Source: an optimization exercise on an open RTL-to-GDS flow (aim: small area). Production flows keep margins and buffers that such runs may drop.
The RTL was checked by simulation tests, not by an equivalence proof against the original design.
Power and IR drop assume default switching activity.

$ cat flow/constraint.sdc
create_clock -name core_clock -period 10.0 [get_ports {clk}]
set_input_delay 2.0000 -clock core_clock [delete_from_list [all_inputs] [get_ports {clk}]]
set_output_delay 2.0000 -clock core_clock [all_outputs]
set_load 0.01 [all_outputs]
$ cat flow/config.mk
export PLATFORM = sky130hd
export DESIGN_NAME = udp_loop_top
export DESIGN_NICKNAME = udp_loop_top
export VERILOG_FILES = /design/flow/design.v
export SDC_FILE = /design/flow/constraint.sdc
export NUM_CORES = 4
export LEC_CHECK = 0
export CAP_MARGIN = 20
export CORE_MARGIN = 2
export CORE_UTILIZATION = 40
export SLEW_MARGIN = 20
$ cat flow/run.sh
#!/bin/bash
# synth_recipe.tcl (not shown) runs the flow's synth.tcl, then flattens the netlist and writes it again
# the make line also repeats each setting of config.mk as NAME=value (left out here)
make -C /OpenROAD-flow-scripts/flow DESIGN_CONFIG=/design/flow/config.mk WORK_HOME=/design/flow/orfs CLKGATE_MAP_FILE= SYNTH_SCRIPT=/design/flow/synth_recipe.tcl finish
$ cat flow/design.v
package udp_pkg;
  localparam int WIDE_W         = 512;
  localparam int NARROW_W       = 256;
  localparam int WIDE_KEEP_W    = WIDE_W / 8;
  localparam int NARROW_KEEP_W  = NARROW_W / 8;
  localparam int BURST_W        = 8;
  localparam int ERR_W          = 16;
  localparam int PKT_SEQ_W      = 24;
  typedef struct packed {
    logic [NARROW_W-1:0]      data;
    logic [NARROW_KEEP_W-1:0] keep;
    logic                     last;
  } narrow_beat_t;
  localparam int NARROW_BEAT_W = NARROW_W + NARROW_KEEP_W + 1;
endpackage
`timescale 1ns/100ps
module udp_loop_top (
  input  logic                        clk,
  input  logic                        rst_n,
  input  logic                        burst_start,
  input  logic [udp_pkg::BURST_W-1:0] burst_len,
  output logic                        busy,
  output logic                        tx_valid,
  output udp_pkg::narrow_beat_t       tx_beat,
  input  logic                        tx_credit,
  input  logic                        rx_valid,
  input  udp_pkg::narrow_beat_t       rx_beat,
  output logic                        rx_credit,
  output logic [udp_pkg::BURST_W-1:0] pkt_count,
  output logic [udp_pkg::ERR_W-1:0]   err_count,
  output logic                        err_flag
);
  logic       gen_valid, gen_credit;
  logic [2:0] g_cred;
  logic [7:0] pkts_left;
  logic [1:0] g_beat;
  logic       g_send;
  assign g_send = busy && (g_cred != 3'd0);
  always_ff @(posedge clk or negedge rst_n) begin
    if (!rst_n) begin
      busy      <= 1'b0;
      gen_valid <= 1'b0;
      g_cred    <= 3'd4;
      pkts_left <= 8'd0;
      g_beat    <= 2'd0;
    end else begin
      gen_valid <= g_send;
      g_cred    <= g_cred - g_send + gen_credit;
      if (!busy && burst_start && (burst_len != 8'd0)) begin
        busy      <= 1'b1;
        pkts_left <= burst_len;
      end
      if (g_send) begin
        if (g_beat == 2'd2) begin
          g_beat    <= 2'd0;
          pkts_left <= pkts_left - 1'b1;
          if (pkts_left == 8'd1) busy <= 1'b0;
        end else begin
          g_beat <= g_beat + 1'b1;
        end
      end
    end
  end
  logic [2:0] f1;
  logic       c1;
  logic       dn_valid, dn_credit;
  logic       p1;
  assign p1 = (f1 != 3'd0) && c1;
  always_ff @(posedge clk or negedge rst_n) begin
    if (!rst_n) begin
      f1         <= 3'd0;
      c1         <= 1'b1;
      dn_valid   <= 1'b0;
      gen_credit <= 1'b0;
    end else begin
      dn_valid   <= p1;
      gen_credit <= p1;
      c1         <= (c1 && !p1) || dn_credit;
      f1         <= f1 + gen_valid - p1;
    end
  end
  logic       full;
  logic [2:0] n5;
  logic [2:0] cd;
  logic       nar_valid, nar_credit;
  logic       sd, fin;
  assign sd  = full && (cd != 3'd0);
  assign fin = (n5 == 3'd1) || (n5 == 3'd3) || (n5 == 3'd4);
  always_ff @(posedge clk or negedge rst_n) begin
    if (!rst_n) begin
      full      <= 1'b0;
      n5        <= 3'd0;
      cd        <= 3'd4;
      nar_valid <= 1'b0;
      dn_credit <= 1'b0;
    end else begin
      nar_valid <= sd;
      dn_credit <= sd && fin;
      cd        <= cd - sd + nar_credit;
      if (sd) begin
        n5 <= (n5 == 3'd4) ? 3'd0 : n5 + 1'b1;
        if (fin) full <= 1'b0;
      end
      if (dn_valid) full <= 1'b1;
    end
  end
  logic [2:0]  f2, c2;
  logic        p2;
  logic [23:0] t_seq;
  logic [2:0]  t_idx;
  assign p2 = (f2 != 3'd0) && (c2 != 3'd0);
  always_ff @(posedge clk or negedge rst_n) begin
    if (!rst_n) begin
      f2         <= 3'd0;
      c2         <= 3'd4;
      tx_valid   <= 1'b0;
      nar_credit <= 1'b0;
      t_seq      <= 24'hffffff;
      t_idx      <= 3'd4;
    end else begin
      tx_valid   <= p2;
      nar_credit <= p2;
      c2         <= c2 - p2 + tx_credit;
      f2         <= f2 + nar_valid - p2;
      if (p2) begin
        if (t_idx == 3'd4) begin
          t_idx <= 3'd0;
          t_seq <= t_seq + 1'b1;
        end else begin
          t_idx <= t_idx + 1'b1;
        end
      end
    end
  end
  always_comb begin
    for (int j = 0; j < 8; j++) begin
      tx_beat.data[32*j +: 32] = {t_seq, 2'b00, t_idx, j[2:0]};
    end
    tx_beat.keep = '1;
    tx_beat.last = t_idx[2];
  end
  logic [23:0]  a_seq;
  logic [1:0]   a_beat;
  logic         a_hl;                                   
  logic         a_lomm;                                 
  logic         z;
  logic [255:0] exp_data;
  logic         dk_mm, a_mm, rl;
  assign z  = a_hl && (a_beat == 2'd2);
  assign rl = rx_beat.last;
  always_comb begin
    for (int j = 0; j < 8; j++) begin
      exp_data[32*j +: 32] = z ? 32'd0 : {a_seq, 2'b00, a_beat, a_hl, j[2:0]};
    end
  end
  assign dk_mm = (rx_beat.data != exp_data) || (rx_beat.keep != {32{!z}});
  assign a_mm  = a_hl ? (a_lomm || dk_mm || (rl != (a_beat == 2'd2)))
                      : (dk_mm || (a_beat != 2'd2));
  always_ff @(posedge clk or negedge rst_n) begin
    if (!rst_n) begin
      a_seq  <= 24'd0;
      a_beat <= 2'd0;
      a_hl   <= 1'b0;
    end else if (rx_valid) begin
      if (!a_hl && !rl) begin
        a_hl <= 1'b1;
      end else begin
        a_hl <= 1'b0;
        if (a_beat == 2'd2) begin
          a_beat <= 2'd0;
          a_seq  <= a_seq + 1'b1;
        end else begin
          a_beat <= a_beat + 1'b1;
        end
      end
    end
  end
  always_ff @(posedge clk) begin
    if (rx_valid && !a_hl) a_lomm <= dk_mm;
  end
  logic [2:0] fr;
  logic       cr;
  logic [1:0] wp, rp;
  logic [1:0] mem [4];
  logic [1:0] ub;
  logic       up_valid, up_credit, pr;
  assign pr = (fr != 3'd0) && cr;
  always_ff @(posedge clk or negedge rst_n) begin
    if (!rst_n) begin
      fr        <= 3'd0;
      cr        <= 1'b1;
      wp        <= 2'd0;
      rp        <= 2'd0;
      up_valid  <= 1'b0;
      rx_credit <= 1'b0;
    end else begin
      up_valid  <= pr;
      rx_credit <= pr;
      cr        <= (cr && !pr) || up_credit;
      fr        <= fr + rx_valid - pr;
      if (rx_valid) wp <= wp + 1'b1;
      if (pr) rp <= rp + 1'b1;
    end
  end
  always_ff @(posedge clk) begin
    if (rx_valid) mem[wp] <= {rl, a_mm};
    if (pr) ub <= mem[rp];
  end
  logic       hl, pend, cu;
  logic [1:0] wq;                                       
  logic       chk_valid, chk_credit, su;
  assign su = pend && cu;
  always_ff @(posedge clk or negedge rst_n) begin
    if (!rst_n) begin
      hl        <= 1'b0;
      pend      <= 1'b0;
      cu        <= 1'b1;
      chk_valid <= 1'b0;
      up_credit <= 1'b0;
    end else begin
      chk_valid <= su;
      cu        <= (cu && !su) || chk_credit;
      up_credit <= su || (up_valid && !hl && !ub[1]);
      if (su) pend <= 1'b0;
      if (up_valid) begin
        if (hl) begin
          hl   <= 1'b0;
          pend <= 1'b1;
        end else if (ub[1]) begin
          pend <= 1'b1;
        end else begin
          hl <= 1'b1;
        end
      end
    end
  end
  always_ff @(posedge clk) begin
    if (up_valid && (hl || ub[1])) wq <= ub;
  end
  always_ff @(posedge clk or negedge rst_n) begin
    if (!rst_n) begin
      chk_credit <= 1'b0;
      pkt_count  <= '0;
      err_count  <= '0;
      err_flag   <= 1'b0;
    end else begin
      chk_credit <= chk_valid;
      if (chk_valid) begin
        if (wq[0]) begin
          err_count <= err_count + 1'b1;
          err_flag  <= 1'b1;
        end
        if (wq[1]) pkt_count <= pkt_count + 1'b1;
      end
    end
  end
endmodule
==> flow_summary.ini <==
[run_status]
status = no timing/DRC/antenna violations

[yosys]
syn-cell-area_um2 = 12290
synth_simple_gate_area_share_pct = 21.64
synth_area_per_cell_um2 = 8.450
yosysWarnings = 1
yosysTopAreaCell = dfrtp_1
synth_mux_area_share_pct = 1.069
synthCells = 1454
synth_top_area_share_pct = 20.16
synth_common_cells = 263 x buf_4, 101 x nor2_1, 99 x dfrtp_1
ys_types = 79
synth_compound_area_share_pct = 14.78
synth_edf_count = 13
synth_top_cells_by_area = dfrtp_1 20%, buf_4 16%, dfstp_2 6.6%
synth_seq_cells = 143
yosysMostFrequentCell = buf_4
synth_top_family_by_area = simple AND/OR/NAND/NOR gates
synth_flop_cell = dfrtp_1
synth-xor-area-share_pct = 8.483
ys_seq_area_share_pct = 29.97
synthAdderAreaFrac_pct = 3.829
async_reset_ff_share_pct = 90.91

[worst_setup_path]
startpoint_type = input pin
reg2reg_slack_ns = 5.73
cp_top_family = simple AND/OR/NAND/NOR gates
critical_path_required_ns = 10.08
worst-path-buf-inv = 1
crit_slowest_cell = or4_1
end_kind = flip-flop
crit_fanout = 4
cp_slowest_stage_delay_ns = 0.54
arrival_ns = 4.75
timing_worst_setup_path_type = input pin to flip-flop
crit_chain = clkdlybuf4s50_1 -> nor3_1 -> a21oi_1 -> a2111oi_0 -> o2111ai_1 -> or4_1 -> nor4_1 -> nand4_1

[routing]
drcViolationCount = 0
drt_iter0_markers = 854
detail_route.vias_per_cell = 5.498
num_vias = 12050
drtAntennaViolNets = 0
dr.pass1.iters = 6
routedWlPerCell_um = 23.56
drt-total-wl_um = 51630

[clocking]
clockBufferDepth = 2
clock_sinks = 143
htree_levels = 4
root_buffer = clkbuf_16
cts-buffers-inserted = 17
cts_hold_buf = 0
postCtsSetupBuffers = 0
insertion_delay_ns = 0.42
clk_pin_slew_ns = 0.06
cts_resized = 0
tritoncts = yes

[cells_and_area]
areaGrowthSynthToFinish_pct = 37.89
layout.cells.non_filler = 2191
fin_nets = 2113
layout-drive-gt1-share_pct = 5.642

[die]
dieHeight_um = 179.3
dieWidth_um = 179.3
start_util_pct = 40.38
core_region_area_um2 = 30430
pin_count = 619
row_count = 64
die-area_um2 = 32130

[place]
gp_congestion = 0.9978
dpl.hpwl_um = 42120
dpl.cell_count = 2154
dp_slack_ns = 4.962
portBuffers = 546

[power]
total_power_uw = 1901
ir_drop_mv = 0.1021
leakage_uw = 0.006464
powerDensity_nw_per_um2 = 112.2

[timing]
rsz0062_at_grt = no
fin_hold_ws_ns = 0.4374
min_period_ns = 4.664
setup-violations-final = 0
finalWorstSetupSlack_ns = 5.336
hold_viol_final = 0
finClkSkew_ns = 0.009020
drv_slew = 0
slew_headroom_pct = 34.86
period_share_pct = 46.64
setup_tns_ns = 0
worst_slew_pin_slew_ns = 0.9770
max_freq_ghz = 0.2144

[worst_hold_path]
min_path_type = flip-flop to flip-flop

[grt]
grt_pass1_wl_um = 72970
track_usage_pct = 31.14
grt_pass1_vias = 11250
grt_overflow = 0
antenna_found_initial = 5
grt_max_degree = 72

[flow_run]
max_cap_violations = 0
-- kinds of logic after synthesis --
kind of cell    after synthesis
compound gates              265
xor+xnor                    119
fa+ha+maj                    34
buf+inv                     385
flops                       143
mux                          10
other cells                   2
simple gates                496
-- cell usage in the layout (no fill, tap or decap), types with 13 or more instances in the layout --
cell type,n
edfxtp_1,13
dfrtp_1,99
o32ai_1,25
inv_1,62
conb_1,72
dfstp_2,31
nor3_1,43
xnor2_1,92
nor4_1,33
a21oi_1,51
ha_1,28
and3_1,16
o21ai_0,48
nand4_1,48
clkdlybuf4s50_1,545
nand2b_1,24
xor2_1,27
o22ai_1,22
clkbuf_16,18
nand2_1,96
or3_1,15
a22oi_1,14
nor2_1,101
nor4bb_1,15
a31oi_1,25
nand3_1,38
-- worst reg2reg max path, stage by stage (launching register included) --
cell and delay, ns:
dfrtp_1 0.85, and3b_2 0.75, buf_4 0.53, nor2_1 0.14
o32ai_1 0.42, o2111ai_1 0.18, or4_1 0.61, nor4_2 0.21
nand4_1 0.24
-- sequential cells by signal, summed over array words and instances (netlist names), 2 cells and up --
| name | cells |
|---|---|
| a_beat | 2 |
| a_seq | 24 |
| c2 | 3 |
| cd | 3 |
| err_count | 16 |
| f1 | 3 |
| f2 | 3 |
| fr | 3 |
| g_beat | 2 |
| g_cred | 3 |
| mem | 8 |
| n5 | 3 |
| pkt_count | 8 |
| pkts_left | 8 |
| rp | 2 |
| t_idx | 3 |
| t_seq | 24 |
| ub | 2 |
| wp | 2 |
| wq | 2 |
-- path summary, 6_finish.rpt --
check,end,start,cells after the start
setup / recovery,mem[0][0]$_DFFE_PP_,rx_beat[171],8
hold / removal,wq[0]$_DFFE_PP_,ub[0]$_DFFE_PP_,0
setup reg to reg,mem[0][0]$_DFFE_PP_,a_beat[1]$_DFFE_PN0P_,8
hold reg to reg,wq[0]$_DFFE_PP_,ub[0]$_DFFE_PP_,0
max in group asynchronous,wp[0]$_DFFE_PN0P_,rst_n,2
min in group asynchronous,a_seq[20]$_DFFE_PN0P_,rst_n,1
-- stage by stage --
stage / utilization, % / area (µm²)
floorplan: - / 12550
global placement: 53.69 / 16340
detailed placement: 53.69 / 16340
CTS: 55.64 / 16930
global route: 55.65 / 16940
finish: 55.68 / 16940
-- metal layers --
layer  routed length (µm)  track usage [%]  vias up  part of all wire [%]
met1                19290            35.80     5838                    37
met2                26640            56.86      573                    52
met3                 3796            6.701      104                   7.4
li1                     -                -     5527                     -
met5                   32                0        -                 0.062
met4                 1865            10.45        4                   3.6
-- area by class of cell --
class | count | area, µm²
Inverter | 66 | 255.2
Clock buffer | 19 | 454.2
Timing Repair Buffer | 553 | 5515
Antenna cell | 5 | 12.51
Fill cell | 2799 | 13490
Sequential cell | 143 | 3682
Tap cell | 396 | 495.5
Multi-Input combinational cell | 996 | 6390
Clock inverter | 13 | 137.6
-- power by group --
part / total [µW] / leakage (µW) / internal [µW] / switching [µW]
combinational: 529 / 0.00443 / 254 / 275
clock: 642 / 0.000296 / 368 / 274
sequential: 730 / 0.00174 / 633 / 96.8

[afterwards: timing with drivers on the ports]
How much do the figures lean on ideal ports? The routed layout below was timed once more, with nothing changed but the port constraints. Step 1 sets driving cells, clkbuf_16 on the clock port and buf_2 on the other inputs (assumed; they add their load-dependent delay and slew). Step 2 also shifts input and output timing later by t, the mid clock arrival at the registers, as if the neighbouring blocks saw the same clock. a / b / c = ideal ports / drivers / drivers and shift; a / b = the first two.
t (ns): 0.471
setup WS [ns]: 5.336 / 5.361 / 4.890
latest minus earliest clock arrival (ns): 0.011 / 0.012
worst register clock-pin slew, ns: 0.07 / 0.07
After both steps setup and hold are still met in this run. The setup slack of this run moves by +0.025 ns with the drivers and by -0.446 ns with both steps.
